This is an optimization exercise on Yosys and OpenROAD, whose aim is a short achievable clock period and few clock cycles, not a production implementation.
RTL that was checked went through simulation tests only; none was proved equivalent to the original.
No activity file was given, so power comes from the tool's default toggle rates.

==> inputs of branch tundra <==
==> flow/design.v <==
package hcg_pkg;
   localparam int COORD_BITS      = 16;
   localparam int WINDOW_BITS     = 6;
   localparam int ROW_BITS        = 6;
   localparam int COL_BITS        = 16;
   localparam int SEEN_BITS       = 17;
   localparam int CSR_INDEX_BITS  = 2;
   localparam int CSR_DATA_BITS   = 6;
   localparam int DEFAULT_MAX_WINDOW = 32;
   localparam logic [SEEN_BITS-1:0]   SEEN_MAX      = '1;
   localparam logic [COL_BITS-1:0]    COL_MAX       = '1;
   localparam logic [WINDOW_BITS-1:0] WINDOW_RESET  = 6'd8;
   localparam logic [CSR_INDEX_BITS-1:0] REG_WINDOW_LENGTH = 2'd0;
   localparam logic [CSR_INDEX_BITS-1:0] REG_LAYOUT_MODE   = 2'd1;
   localparam logic LAYOUT_INTERLEAVED = 1'b0;
   localparam logic LAYOUT_STACKED     = 1'b1;
endpackage
module hcg_window_ram #(
   parameter int DEPTH      = 64,
   parameter int ADDR_BITS  = 6,
   parameter int COORD_BITS = 16
) (
   input  logic                      clock,
   input  logic                      wr_en,
   input  logic [ADDR_BITS-1:0]      wr_addr,
   input  logic [2*COORD_BITS-1:0]   wr_data,
   input  logic [ADDR_BITS-1:0]      rd_addr,
   input  logic                      rd_half,
   output logic [8*COORD_BITS-1:0]   cand_data
);
   localparam int GROUPS = DEPTH / 8;
   logic [2*COORD_BITS-1:0] mem_ff [DEPTH];
   logic [8*COORD_BITS-1:0] cand_ff;
   always_ff @(posedge clock) begin
      if (wr_en) begin
         mem_ff[wr_addr] <= wr_data;
      end
   end
   always_ff @(posedge clock) begin
      for (int g = 0; g < GROUPS; g++) begin
         cand_ff[g*COORD_BITS +: COORD_BITS] <=
            rd_half ? mem_ff[{3'(g), rd_addr[2:0]}][COORD_BITS-1:0]
                    : mem_ff[{3'(g), rd_addr[2:0]}][2*COORD_BITS-1:COORD_BITS];
      end
   end
   assign cand_data = cand_ff;
endmodule
import hcg_pkg::*;
module hankel_column_generator #(
   parameter int MAX_WINDOW = hcg_pkg::DEFAULT_MAX_WINDOW
) (
   input  logic                                clock,
   input  logic                                reset,
   input  logic                                req_valid,
   output logic                                req_ready,
   input  logic [hcg_pkg::COORD_BITS-1:0]      req_x_coord,
   input  logic [hcg_pkg::COORD_BITS-1:0]      req_y_coord,
   input  logic                                req_starts_track,
   output logic                                rsp_valid,
   input  logic                                rsp_ready,
   output logic [hcg_pkg::COORD_BITS-1:0]      rsp_element,
   output logic [hcg_pkg::ROW_BITS-1:0]        rsp_row_index,
   output logic [hcg_pkg::COL_BITS-1:0]        rsp_column_index,
   output logic                                rsp_column_end,
   input  logic                                csr_write_en,
   input  logic [hcg_pkg::CSR_INDEX_BITS-1:0]  csr_index,
   input  logic [hcg_pkg::CSR_DATA_BITS-1:0]   csr_write_data
);
   localparam int SLOT_BITS = 6;                  
   localparam int PTR_BITS  = SLOT_BITS + 1;      
   localparam int DQ_DEPTH  = 16;                 
   localparam int OQ_DEPTH  = 4;                  
   localparam int CM_BITS   = 5;
   localparam logic [PTR_BITS-1:0] MAX_LEAD = PTR_BITS'(28);
   localparam logic [WINDOW_BITS-1:0] MAX_W = WINDOW_BITS'(MAX_WINDOW);
   localparam int D_E2   = 0;
   localparam int D_WM2  = D_E2 + ROW_BITS;
   localparam int D_W1   = D_WM2 + ROW_BITS;
   localparam int D_LAY  = D_W1 + 1;
   localparam int D_COL  = D_LAY + 1;
   localparam int D_OLD  = D_COL + COL_BITS;
   localparam int D_P    = D_OLD + SLOT_BITS;
   localparam int DW     = D_P + PTR_BITS;
   localparam int EW     = COORD_BITS + ROW_BITS + COL_BITS + 1;
   logic                      ready_ff;
   logic                      s1_v;
   logic [COORD_BITS-1:0]     s1_x, s1_y;
   logic                      s1_st;
   logic                      c1_we;
   logic [CSR_INDEX_BITS-1:0] c1_idx;
   logic [CSR_DATA_BITS-1:0]  c1_data;
   always_ff @(posedge clock) begin
      if (reset) begin
         s1_v  <= 1'b0;
         c1_we <= 1'b0;
      end else begin
         s1_v  <= req_valid & ready_ff;
         c1_we <= csr_write_en;
      end
      s1_x    <= req_x_coord;
      s1_y    <= req_y_coord;
      s1_st   <= req_starts_track;
      c1_idx  <= csr_index;
      c1_data <= csr_write_data;
   end
   logic [WINDOW_BITS-1:0] cfg_w;
   logic                   cfg_lay;
   logic [WINDOW_BITS-1:0] clamp_w;
   always_comb begin
      if (c1_data == '0)        clamp_w = WINDOW_BITS'(1);
      else if (c1_data > MAX_W) clamp_w = MAX_W;
      else                      clamp_w = c1_data;
   end
   always_ff @(posedge clock) begin
      if (reset) begin
         cfg_w   <= WINDOW_RESET;
         cfg_lay <= LAYOUT_INTERLEAVED;
      end else if (c1_we) begin
         if (c1_idx == REG_WINDOW_LENGTH) cfg_w   <= clamp_w;
         if (c1_idx == REG_LAYOUT_MODE)   cfg_lay <= c1_data[0];
      end
   end
   logic [SEEN_BITS-1:0]   seen_ff;
   logic [SEEN_BITS-1:0]   seen_next;
   logic [PTR_BITS-1:0]    wp_ff;
   logic                   s2_v;
   logic [SEEN_BITS-1:0]   s2_seen;
   logic [WINDOW_BITS-1:0] s2_w;
   logic                   s2_lay;
   logic [PTR_BITS-1:0]    s2_p;
   always_comb begin
      if (s1_st)                  seen_next = SEEN_BITS'(1);
      else if (seen_ff == SEEN_MAX) seen_next = seen_ff;
      else                        seen_next = seen_ff + 1'b1;
   end
   always_ff @(posedge clock) begin
      if (reset) begin
         seen_ff <= '0;
         wp_ff   <= '0;
         s2_v    <= 1'b0;
      end else begin
         s2_v <= s1_v;
         if (s1_v) begin
            seen_ff <= seen_next;
            wp_ff   <= wp_ff + 1'b1;
         end
      end
      s2_seen <= seen_next;
      s2_w    <= cfg_w;
      s2_lay  <= cfg_lay;
      s2_p    <= wp_ff;
   end
   logic [SEEN_BITS:0]     diff;
   logic                   s3_v;
   logic                   s3_has;
   logic [DW-1:0]          s3_d;
   assign diff = {1'b0, s2_seen} - {{(SEEN_BITS+1-WINDOW_BITS){1'b0}}, s2_w};
   always_ff @(posedge clock) begin
      if (reset) begin
         s3_v <= 1'b0;
      end else begin
         s3_v <= s2_v;
      end
      s3_has      <= ~diff[SEEN_BITS];
      s3_d[D_P +: PTR_BITS]     <= s2_p;
      s3_d[D_OLD +: SLOT_BITS]  <= s2_p[SLOT_BITS-1:0] - SLOT_BITS'(s2_w) + 1'b1;
      s3_d[D_COL +: COL_BITS]   <= diff[SEEN_BITS-1] ? COL_MAX : diff[COL_BITS-1:0];
      s3_d[D_LAY]               <= s2_lay;
      s3_d[D_W1]                <= (s2_w == WINDOW_BITS'(1));
      s3_d[D_WM2 +: ROW_BITS]   <= ROW_BITS'(s2_w) - ROW_BITS'(2);
      s3_d[D_E2 +: ROW_BITS]    <= {s2_w[ROW_BITS-2:0], 1'b0} - ROW_BITS'(2);
   end
   logic [DQ_DEPTH*DW-1:0] dq;
   logic [DW-1:0]          dq0;
   logic [DQ_DEPTH-1:0]    dq_v;
   logic                   dq_push;
   logic                   dq_pop;
   logic [CM_BITS-1:0]     cm_ff;       
   assign dq_push = s3_v & s3_has;
   assign dq0     = dq[DW-1:0];
   always_ff @(posedge clock) begin
      for (int i = 0; i < DQ_DEPTH; i++) begin
         if (dq_pop) begin
            if (i == DQ_DEPTH - 1 || !dq_v[(i+1) % DQ_DEPTH]) dq[i*DW +: DW] <= s3_d;
            else dq[i*DW +: DW] <= dq[((i+1) % DQ_DEPTH)*DW +: DW];
         end else begin
            if (!dq_v[i]) dq[i*DW +: DW] <= s3_d;
         end
      end
      if (reset) begin
         dq_v  <= '0;
         cm_ff <= '0;
      end else begin
         for (int i = 0; i < DQ_DEPTH; i++) begin
            if (dq_pop) begin
               dq_v[i] <= ((i == DQ_DEPTH - 1) ? 1'b0 : dq_v[(i+1) % DQ_DEPTH])
                          | (dq_push & dq_v[i]);
            end else begin
               dq_v[i] <= dq_v[i] | (dq_push & ((i == 0) ? 1'b1 : dq_v[(i+DQ_DEPTH-1) % DQ_DEPTH]));
            end
         end
         cm_ff <= cm_ff + CM_BITS'(s1_v) - CM_BITS'(dq_pop) - CM_BITS'(s3_v & ~s3_has);
      end
   end
   logic                   cv;
   logic [PTR_BITS-1:0]    c_p;
   logic [SLOT_BITS-1:0]   c_slot;
   logic [SLOT_BITS-1:0]   c_oldest;
   logic                   c_half;
   logic [ROW_BITS-1:0]    c_row;
   logic [COL_BITS-1:0]    c_col;
   logic                   c_lay;
   logic                   c_end;
   logic                   c_wrap;
   logic [ROW_BITS-1:0]    c_wm2;
   logic [ROW_BITS-1:0]    c_e2;
   logic                   cred_ff;
   logic                   issue;
   assign issue  = cv & cred_ff;
   assign dq_pop = dq_v[0] & (~cv | (issue & c_end));
   always_ff @(posedge clock) begin
      if (dq_pop) begin
         c_p      <= dq0[D_P +: PTR_BITS];
         c_slot   <= dq0[D_OLD +: SLOT_BITS];
         c_oldest <= dq0[D_OLD +: SLOT_BITS];
         c_half   <= 1'b0;
         c_row    <= '0;
         c_col    <= dq0[D_COL +: COL_BITS];
         c_lay    <= dq0[D_LAY];
         c_end    <= 1'b0;
         c_wrap   <= dq0[D_LAY] & dq0[D_W1];
         c_wm2    <= dq0[D_WM2 +: ROW_BITS];
         c_e2     <= dq0[D_E2 +: ROW_BITS];
      end else if (issue) begin
         c_row  <= c_row + 1'b1;
         c_end  <= (c_row == c_e2);
         c_wrap <= c_lay & (c_row == c_wm2);
         if (c_lay == LAYOUT_INTERLEAVED) begin
            c_half <= ~c_half;
            if (c_half) c_slot <= c_slot + 1'b1;
         end else if (c_wrap) begin
            c_half <= 1'b1;
            c_slot <= c_oldest;
         end else begin
            c_slot <= c_slot + 1'b1;
         end
      end
      if (reset) begin
         cv <= 1'b0;
      end else if (dq_pop) begin
         cv <= 1'b1;
      end else if (issue & c_end) begin
         cv <= 1'b0;
      end
   end
   logic                   a_v;
   logic [SLOT_BITS-1:0]   a_slot;
   logic                   a_half;
   logic [ROW_BITS-1:0]    a_row;
   logic [COL_BITS-1:0]    a_col;
   logic                   a_last;
   logic                   b_v;
   logic [2:0]             b_grp;
   logic [ROW_BITS-1:0]    b_row;
   logic [COL_BITS-1:0]    b_col;
   logic                   b_last;
   logic [8*COORD_BITS-1:0] cand;
   logic [EW-1:0]          b_entry;
   hcg_window_ram #(
      .DEPTH      (64),
      .ADDR_BITS  (SLOT_BITS),
      .COORD_BITS (COORD_BITS)
   ) u_store (
      .clock     (clock),
      .wr_en     (s1_v),
      .wr_addr   (wp_ff[SLOT_BITS-1:0]),
      .wr_data   ({s1_x, s1_y}),
      .rd_addr   (a_slot),
      .rd_half   (a_half),
      .cand_data (cand)
   );
   always_ff @(posedge clock) begin
      if (reset) begin
         a_v <= 1'b0;
         b_v <= 1'b0;
      end else begin
         a_v <= issue;
         b_v <= a_v;
      end
      a_slot <= c_slot;
      a_half <= c_half;
      a_row  <= c_row;
      a_col  <= c_col;
      a_last <= c_end;
      b_grp  <= a_slot[SLOT_BITS-1:3];
      b_row  <= a_row;
      b_col  <= a_col;
      b_last <= a_last;
   end
   assign b_entry = {cand[b_grp*COORD_BITS +: COORD_BITS], b_row, b_col, b_last};
   logic [OQ_DEPTH*EW-1:0] oq;
   logic [OQ_DEPTH-1:0]    oq_v;
   logic                   take;
   logic [2:0]             occ_ff;
   logic [2:0]             occ_next;
   assign take     = oq_v[0] & rsp_ready;
   assign occ_next = occ_ff + 3'(issue) - 3'(take);
   always_ff @(posedge clock) begin
      for (int i = 0; i < OQ_DEPTH; i++) begin
         if (take) begin
            if (i == OQ_DEPTH - 1 || !oq_v[(i+1) % OQ_DEPTH]) oq[i*EW +: EW] <= b_entry;
            else oq[i*EW +: EW] <= oq[((i+1) % OQ_DEPTH)*EW +: EW];
         end else begin
            if (!oq_v[i]) oq[i*EW +: EW] <= b_entry;
         end
      end
      if (reset) begin
         oq_v    <= '0;
         occ_ff  <= '0;
         cred_ff <= 1'b0;
      end else begin
         for (int i = 0; i < OQ_DEPTH; i++) begin
            if (take) begin
               oq_v[i] <= ((i == OQ_DEPTH - 1) ? 1'b0 : oq_v[(i+1) % OQ_DEPTH])
                          | (b_v & oq_v[i]);
            end else begin
               oq_v[i] <= oq_v[i] | (b_v & ((i == 0) ? 1'b1 : oq_v[(i+OQ_DEPTH-1) % OQ_DEPTH]));
            end
         end
         occ_ff  <= occ_next;
         cred_ff <= (occ_next < 3'(OQ_DEPTH));
      end
   end
   logic [PTR_BITS-1:0]    p_low;
   logic [PTR_BITS-1:0]    lead;
   always_comb begin
      if (cv)           p_low = c_p;
      else if (dq_v[0]) p_low = dq0[D_P +: PTR_BITS];
      else              p_low = wp_ff - PTR_BITS'(2);
      lead = wp_ff - p_low;
   end
   always_ff @(posedge clock) begin
      if (reset) begin
         ready_ff <= 1'b0;
      end else begin
         ready_ff <= (lead <= MAX_LEAD) &&
                     ({1'b0, cm_ff} + (CM_BITS+1)'(s1_v) <= (CM_BITS+1)'(DQ_DEPTH - 2));
      end
   end
   assign req_ready        = ready_ff;
   assign rsp_valid        = oq_v[0];
   assign {rsp_element, rsp_row_index, rsp_column_index, rsp_column_end} = oq[EW-1:0];
endmodule
==> flow/run.sh <==
#!/bin/bash
# synth_recipe.tcl (not shown) runs the flow's synth.tcl, then flattens the netlist and writes it again
# the make line also repeats each setting of config.mk as NAME=value (left out here)
make -C /OpenROAD-flow-scripts/flow DESIGN_CONFIG=/design/flow/config.mk WORK_HOME=/design/flow/orfs CLKGATE_MAP_FILE= SYNTH_SCRIPT=/design/flow/synth_recipe.tcl finish
==> flow/config.mk <==
export PLATFORM = sky130hd
export DESIGN_NAME = hankel_column_generator
export DESIGN_NICKNAME = hankel_column_generator
export VERILOG_FILES = /design/flow/design.v
export SDC_FILE = /design/flow/constraint.sdc
export NUM_CORES = 4
export LEC_CHECK = 0
export ABC_CLOCK_PERIOD_IN_PS = 2000
export CAP_MARGIN = 20
export CORE_MARGIN = 2
export CORE_UTILIZATION = 40
export SETUP_SLACK_MARGIN = 2.5
export SLEW_MARGIN = 20
==> flow/constraint.sdc <==
create_clock -name core_clock -period 4.5 [get_ports {clock}]
set_input_delay 0.9000 -clock core_clock [delete_from_list [all_inputs] [get_ports {clock}]]
set_output_delay 0.9000 -clock core_clock [all_outputs]
set_load 0.01 [all_outputs]
==> branch zinc (differences from branch tundra) <==
==> flow/design.v, changed modules only <==
module hankel_column_generator #(
   parameter int MAX_WINDOW = hcg_pkg::DEFAULT_MAX_WINDOW
) (
   input  logic                                clock,
   input  logic                                reset,
   input  logic                                req_valid,
   output logic                                req_ready,
   input  logic [hcg_pkg::COORD_BITS-1:0]      req_x_coord,
   input  logic [hcg_pkg::COORD_BITS-1:0]      req_y_coord,
   input  logic                                req_starts_track,
   output logic                                rsp_valid,
   input  logic                                rsp_ready,
   output logic [hcg_pkg::COORD_BITS-1:0]      rsp_element,
   output logic [hcg_pkg::ROW_BITS-1:0]        rsp_row_index,
   output logic [hcg_pkg::COL_BITS-1:0]        rsp_column_index,
   output logic                                rsp_column_end,
   input  logic                                csr_write_en,
   input  logic [hcg_pkg::CSR_INDEX_BITS-1:0]  csr_index,
   input  logic [hcg_pkg::CSR_DATA_BITS-1:0]   csr_write_data
);
   localparam int SLOT_BITS = 6;                  
   localparam int PTR_BITS  = SLOT_BITS + 1;      
   localparam int DQ_DEPTH  = 16;                 
   localparam int OQ_DEPTH  = 4;                  
   localparam int CM_BITS   = 5;
   localparam logic [PTR_BITS-1:0] MAX_LEAD = PTR_BITS'(28);
   localparam logic [WINDOW_BITS-1:0] MAX_W = WINDOW_BITS'(MAX_WINDOW);
   typedef struct packed {
      logic [PTR_BITS-1:0]    p;        
      logic [SLOT_BITS-1:0]   oldest;   
      logic [COL_BITS-1:0]    col;
      logic                   lay;
      logic                   w1;       
      logic [ROW_BITS-1:0]    wm2;      
      logic [ROW_BITS-1:0]    e2;       
   } desc_t;
   typedef struct packed {
      logic [COORD_BITS-1:0]  el;
      logic [ROW_BITS-1:0]    row;
      logic [COL_BITS-1:0]    col;
      logic                   last;
   } entry_t;
   logic                      ready_ff;
   logic                      s1_v;
   logic [COORD_BITS-1:0]     s1_x, s1_y;
   logic                      s1_st;
   logic                      c1_we;
   logic [CSR_INDEX_BITS-1:0] c1_idx;
   logic [CSR_DATA_BITS-1:0]  c1_data;
   always_ff @(posedge clock) begin
      if (reset) begin
         s1_v  <= 1'b0;
         c1_we <= 1'b0;
      end else begin
         s1_v  <= req_valid & ready_ff;
         c1_we <= csr_write_en;
      end
      s1_x    <= req_x_coord;
      s1_y    <= req_y_coord;
      s1_st   <= req_starts_track;
      c1_idx  <= csr_index;
      c1_data <= csr_write_data;
   end
   logic [WINDOW_BITS-1:0] cfg_w;
   logic                   cfg_lay;
   logic [WINDOW_BITS-1:0] clamp_w;
   always_comb begin
      if (c1_data == '0)        clamp_w = WINDOW_BITS'(1);
      else if (c1_data > MAX_W) clamp_w = MAX_W;
      else                      clamp_w = c1_data;
   end
   always_ff @(posedge clock) begin
      if (reset) begin
         cfg_w   <= WINDOW_RESET;
         cfg_lay <= LAYOUT_INTERLEAVED;
      end else if (c1_we) begin
         if (c1_idx == REG_WINDOW_LENGTH) cfg_w   <= clamp_w;
         if (c1_idx == REG_LAYOUT_MODE)   cfg_lay <= c1_data[0];
      end
   end
   logic [SEEN_BITS-1:0]   seen_ff;
   logic [SEEN_BITS-1:0]   seen_next;
   logic [PTR_BITS-1:0]    wp_ff;
   logic                   s2_v;
   logic [SEEN_BITS-1:0]   s2_seen;
   logic [WINDOW_BITS-1:0] s2_w;
   logic                   s2_lay;
   logic [PTR_BITS-1:0]    s2_p;
   always_comb begin
      if (s1_st)                  seen_next = SEEN_BITS'(1);
      else if (seen_ff == SEEN_MAX) seen_next = seen_ff;
      else                        seen_next = seen_ff + 1'b1;
   end
   always_ff @(posedge clock) begin
      if (reset) begin
         seen_ff <= '0;
         wp_ff   <= '0;
         s2_v    <= 1'b0;
      end else begin
         s2_v <= s1_v;
         if (s1_v) begin
            seen_ff <= seen_next;
            wp_ff   <= wp_ff + 1'b1;
         end
      end
      s2_seen <= seen_next;
      s2_w    <= cfg_w;
      s2_lay  <= cfg_lay;
      s2_p    <= wp_ff;
   end
   logic [SEEN_BITS:0]     diff;
   logic                   s3_v;
   logic                   s3_has;
   desc_t                  s3_d;
   assign diff = {1'b0, s2_seen} - {{(SEEN_BITS+1-WINDOW_BITS){1'b0}}, s2_w};
   always_ff @(posedge clock) begin
      if (reset) begin
         s3_v <= 1'b0;
      end else begin
         s3_v <= s2_v;
      end
      s3_has      <= ~diff[SEEN_BITS];
      s3_d.p      <= s2_p;
      s3_d.oldest <= s2_p[SLOT_BITS-1:0] - SLOT_BITS'(s2_w) + 1'b1;
      s3_d.col    <= diff[SEEN_BITS-1] ? COL_MAX : diff[COL_BITS-1:0];
      s3_d.lay    <= s2_lay;
      s3_d.w1     <= (s2_w == WINDOW_BITS'(1));
      s3_d.wm2    <= ROW_BITS'(s2_w) - ROW_BITS'(2);
      s3_d.e2     <= {s2_w[ROW_BITS-2:0], 1'b0} - ROW_BITS'(2);
   end
   desc_t                  dq    [DQ_DEPTH];
   logic [DQ_DEPTH-1:0]    dq_v;
   logic                   dq_push;
   logic                   dq_pop;
   logic [CM_BITS-1:0]     cm_ff;       
   assign dq_push = s3_v & s3_has;
   always_ff @(posedge clock) begin
      for (int i = 0; i < DQ_DEPTH; i++) begin
         if (dq_pop) begin
            if (i == DQ_DEPTH - 1 || !dq_v[(i+1) % DQ_DEPTH]) dq[i] <= s3_d;
            else                                              dq[i] <= dq[(i+1) % DQ_DEPTH];
         end else begin
            if (!dq_v[i]) dq[i] <= s3_d;
         end
      end
      if (reset) begin
         dq_v  <= '0;
         cm_ff <= '0;
      end else begin
         for (int i = 0; i < DQ_DEPTH; i++) begin
            if (dq_pop) begin
               dq_v[i] <= ((i == DQ_DEPTH - 1) ? 1'b0 : dq_v[(i+1) % DQ_DEPTH])
                          | (dq_push & dq_v[i]);
            end else begin
               dq_v[i] <= dq_v[i] | (dq_push & ((i == 0) ? 1'b1 : dq_v[(i+DQ_DEPTH-1) % DQ_DEPTH]));
            end
         end
         cm_ff <= cm_ff + CM_BITS'(s1_v) - CM_BITS'(dq_pop) - CM_BITS'(s3_v & ~s3_has);
      end
   end
   logic                   cv;
   logic [PTR_BITS-1:0]    c_p;
   logic [SLOT_BITS-1:0]   c_slot;
   logic [SLOT_BITS-1:0]   c_oldest;
   logic                   c_half;
   logic [ROW_BITS-1:0]    c_row;
   logic [COL_BITS-1:0]    c_col;
   logic                   c_lay;
   logic                   c_end;
   logic                   c_wrap;
   logic [ROW_BITS-1:0]    c_wm2;
   logic [ROW_BITS-1:0]    c_e2;
   logic                   cred_ff;
   logic                   issue;
   assign issue  = cv & cred_ff;
   assign dq_pop = dq_v[0] & (~cv | (issue & c_end));
   always_ff @(posedge clock) begin
      if (dq_pop) begin
         c_p      <= dq[0].p;
         c_slot   <= dq[0].oldest;
         c_oldest <= dq[0].oldest;
         c_half   <= 1'b0;
         c_row    <= '0;
         c_col    <= dq[0].col;
         c_lay    <= dq[0].lay;
         c_end    <= 1'b0;
         c_wrap   <= dq[0].lay & dq[0].w1;
         c_wm2    <= dq[0].wm2;
         c_e2     <= dq[0].e2;
      end else if (issue) begin
         c_row  <= c_row + 1'b1;
         c_end  <= (c_row == c_e2);
         c_wrap <= c_lay & (c_row == c_wm2);
         if (c_lay == LAYOUT_INTERLEAVED) begin
            c_half <= ~c_half;
            if (c_half) c_slot <= c_slot + 1'b1;
         end else if (c_wrap) begin
            c_half <= 1'b1;
            c_slot <= c_oldest;
         end else begin
            c_slot <= c_slot + 1'b1;
         end
      end
      if (reset) begin
         cv <= 1'b0;
      end else if (dq_pop) begin
         cv <= 1'b1;
      end else if (issue & c_end) begin
         cv <= 1'b0;
      end
   end
   logic                   a_v;
   logic [SLOT_BITS-1:0]   a_slot;
   logic                   a_half;
   logic [ROW_BITS-1:0]    a_row;
   logic [COL_BITS-1:0]    a_col;
   logic                   a_last;
   logic                   b_v;
   logic [2:0]             b_grp;
   logic [ROW_BITS-1:0]    b_row;
   logic [COL_BITS-1:0]    b_col;
   logic                   b_last;
   logic [8*COORD_BITS-1:0] cand;
   entry_t                 b_entry;
   hcg_window_ram #(
      .DEPTH      (64),
      .ADDR_BITS  (SLOT_BITS),
      .COORD_BITS (COORD_BITS)
   ) u_store (
      .clock     (clock),
      .wr_en     (s1_v),
      .wr_addr   (wp_ff[SLOT_BITS-1:0]),
      .wr_data   ({s1_x, s1_y}),
      .rd_addr   (a_slot),
      .rd_half   (a_half),
      .cand_data (cand)
   );
   always_ff @(posedge clock) begin
      if (reset) begin
         a_v <= 1'b0;
         b_v <= 1'b0;
      end else begin
         a_v <= issue;
         b_v <= a_v;
      end
      a_slot <= c_slot;
      a_half <= c_half;
      a_row  <= c_row;
      a_col  <= c_col;
      a_last <= c_end;
      b_grp  <= a_slot[SLOT_BITS-1:3];
      b_row  <= a_row;
      b_col  <= a_col;
      b_last <= a_last;
   end
   assign b_entry.el   = cand[b_grp*COORD_BITS +: COORD_BITS];
   assign b_entry.row  = b_row;
   assign b_entry.col  = b_col;
   assign b_entry.last = b_last;
   entry_t                 oq    [OQ_DEPTH];
   logic [OQ_DEPTH-1:0]    oq_v;
   logic                   take;
   logic [2:0]             occ_ff;
   logic [2:0]             occ_next;
   assign take     = oq_v[0] & rsp_ready;
   assign occ_next = occ_ff + 3'(issue) - 3'(take);
   always_ff @(posedge clock) begin
      for (int i = 0; i < OQ_DEPTH; i++) begin
         if (take) begin
            if (i == OQ_DEPTH - 1 || !oq_v[(i+1) % OQ_DEPTH]) oq[i] <= b_entry;
            else                                              oq[i] <= oq[(i+1) % OQ_DEPTH];
         end else begin
            if (!oq_v[i]) oq[i] <= b_entry;
         end
      end
      if (reset) begin
         oq_v    <= '0;
         occ_ff  <= '0;
         cred_ff <= 1'b0;
      end else begin
         for (int i = 0; i < OQ_DEPTH; i++) begin
            if (take) begin
               oq_v[i] <= ((i == OQ_DEPTH - 1) ? 1'b0 : oq_v[(i+1) % OQ_DEPTH])
                          | (b_v & oq_v[i]);
            end else begin
               oq_v[i] <= oq_v[i] | (b_v & ((i == 0) ? 1'b1 : oq_v[(i+OQ_DEPTH-1) % OQ_DEPTH]));
            end
         end
         occ_ff  <= occ_next;
         cred_ff <= (occ_next < 3'(OQ_DEPTH));
      end
   end
   logic [PTR_BITS-1:0]    p_low;
   logic [PTR_BITS-1:0]    lead;
   always_comb begin
      if (cv)           p_low = c_p;
      else if (dq_v[0]) p_low = dq[0].p;
      else              p_low = wp_ff - PTR_BITS'(2);
      lead = wp_ff - p_low;
   end
   always_ff @(posedge clock) begin
      if (reset) begin
         ready_ff <= 1'b0;
      end else begin
         ready_ff <= (lead <= MAX_LEAD) &&
                     ({1'b0, cm_ff} + (CM_BITS+1)'(s1_v) <= (CM_BITS+1)'(DQ_DEPTH - 2));
      end
   end
   assign req_ready        = ready_ff;
   assign rsp_valid        = oq_v[0];
   assign rsp_element      = oq[0].el;
   assign rsp_row_index    = oq[0].row;
   assign rsp_column_index = oq[0].col;
   assign rsp_column_end   = oq[0].last;
endmodule
==> flow_summary.yaml <==
outcome:
  status: "no timing/DRC/antenna violations"
global_routing:
  use_met2: 0.274
layout:
  seq_area_frac: 0.363
  layout.clock_buffers: 11
placed_design:
  gp_congestion: 0.854
synthesis:
  synth_mux_area_frac: 0.00196
drt:
  detail_route.first_pass.iterations: 5
pwr:
  p_comb_frac: 0.065
(the above is from branch zinc)
==> flow_summary.yaml <==
layout:
  layout.clock_buffers: 473
  seq_area_frac: 0.591
outcome:
  status: "no timing/DRC/antenna violations"
global_routing:
  use_met2: 0.352
synthesis:
  synth_mux_area_frac: 0.132
pwr:
  p_comb_frac: 0.026
(the above is from branch tundra)
Testbench counts of branch tundra, summed over its fixed seeds: cycles 56,215.
Function not checked in branch zinc: the RTL went through the layout flow alone.

[separate check: timing with driven ports]
The flow's constraints put no driver on any port. The routed layouts listed below were extracted and timed again, unchanged, in two steps. Step 1: set_driving_cell puts a clkbuf_16 on clock and a buf_2 on each other input, an assumption about the parent block. Step 2 also shifts input and output timing later by t, the mid clock arrival at the registers, as if the neighbouring blocks saw the same clock. a / b / c = ideal ports / drivers / drivers and shift; a / b = the first two.
| run | shift t [ns] | slack for setup (ns) | hold slack, ns |
|---|---|---|---|
| branch tundra | 0.999 | 2.071 / 1.972 / 1.673 | 0.326 / 0.326 / 0.326 |
| branch zinc | 0.378 | 2.230 / 2.230 / 2.107 | 0.355 / 0.355 / 0.355 |
After both steps setup and hold are still met in every run listed. The setup slack of branch tundra, which loses most, moves by -0.099 ns with the drivers and by -0.398 ns with both steps.
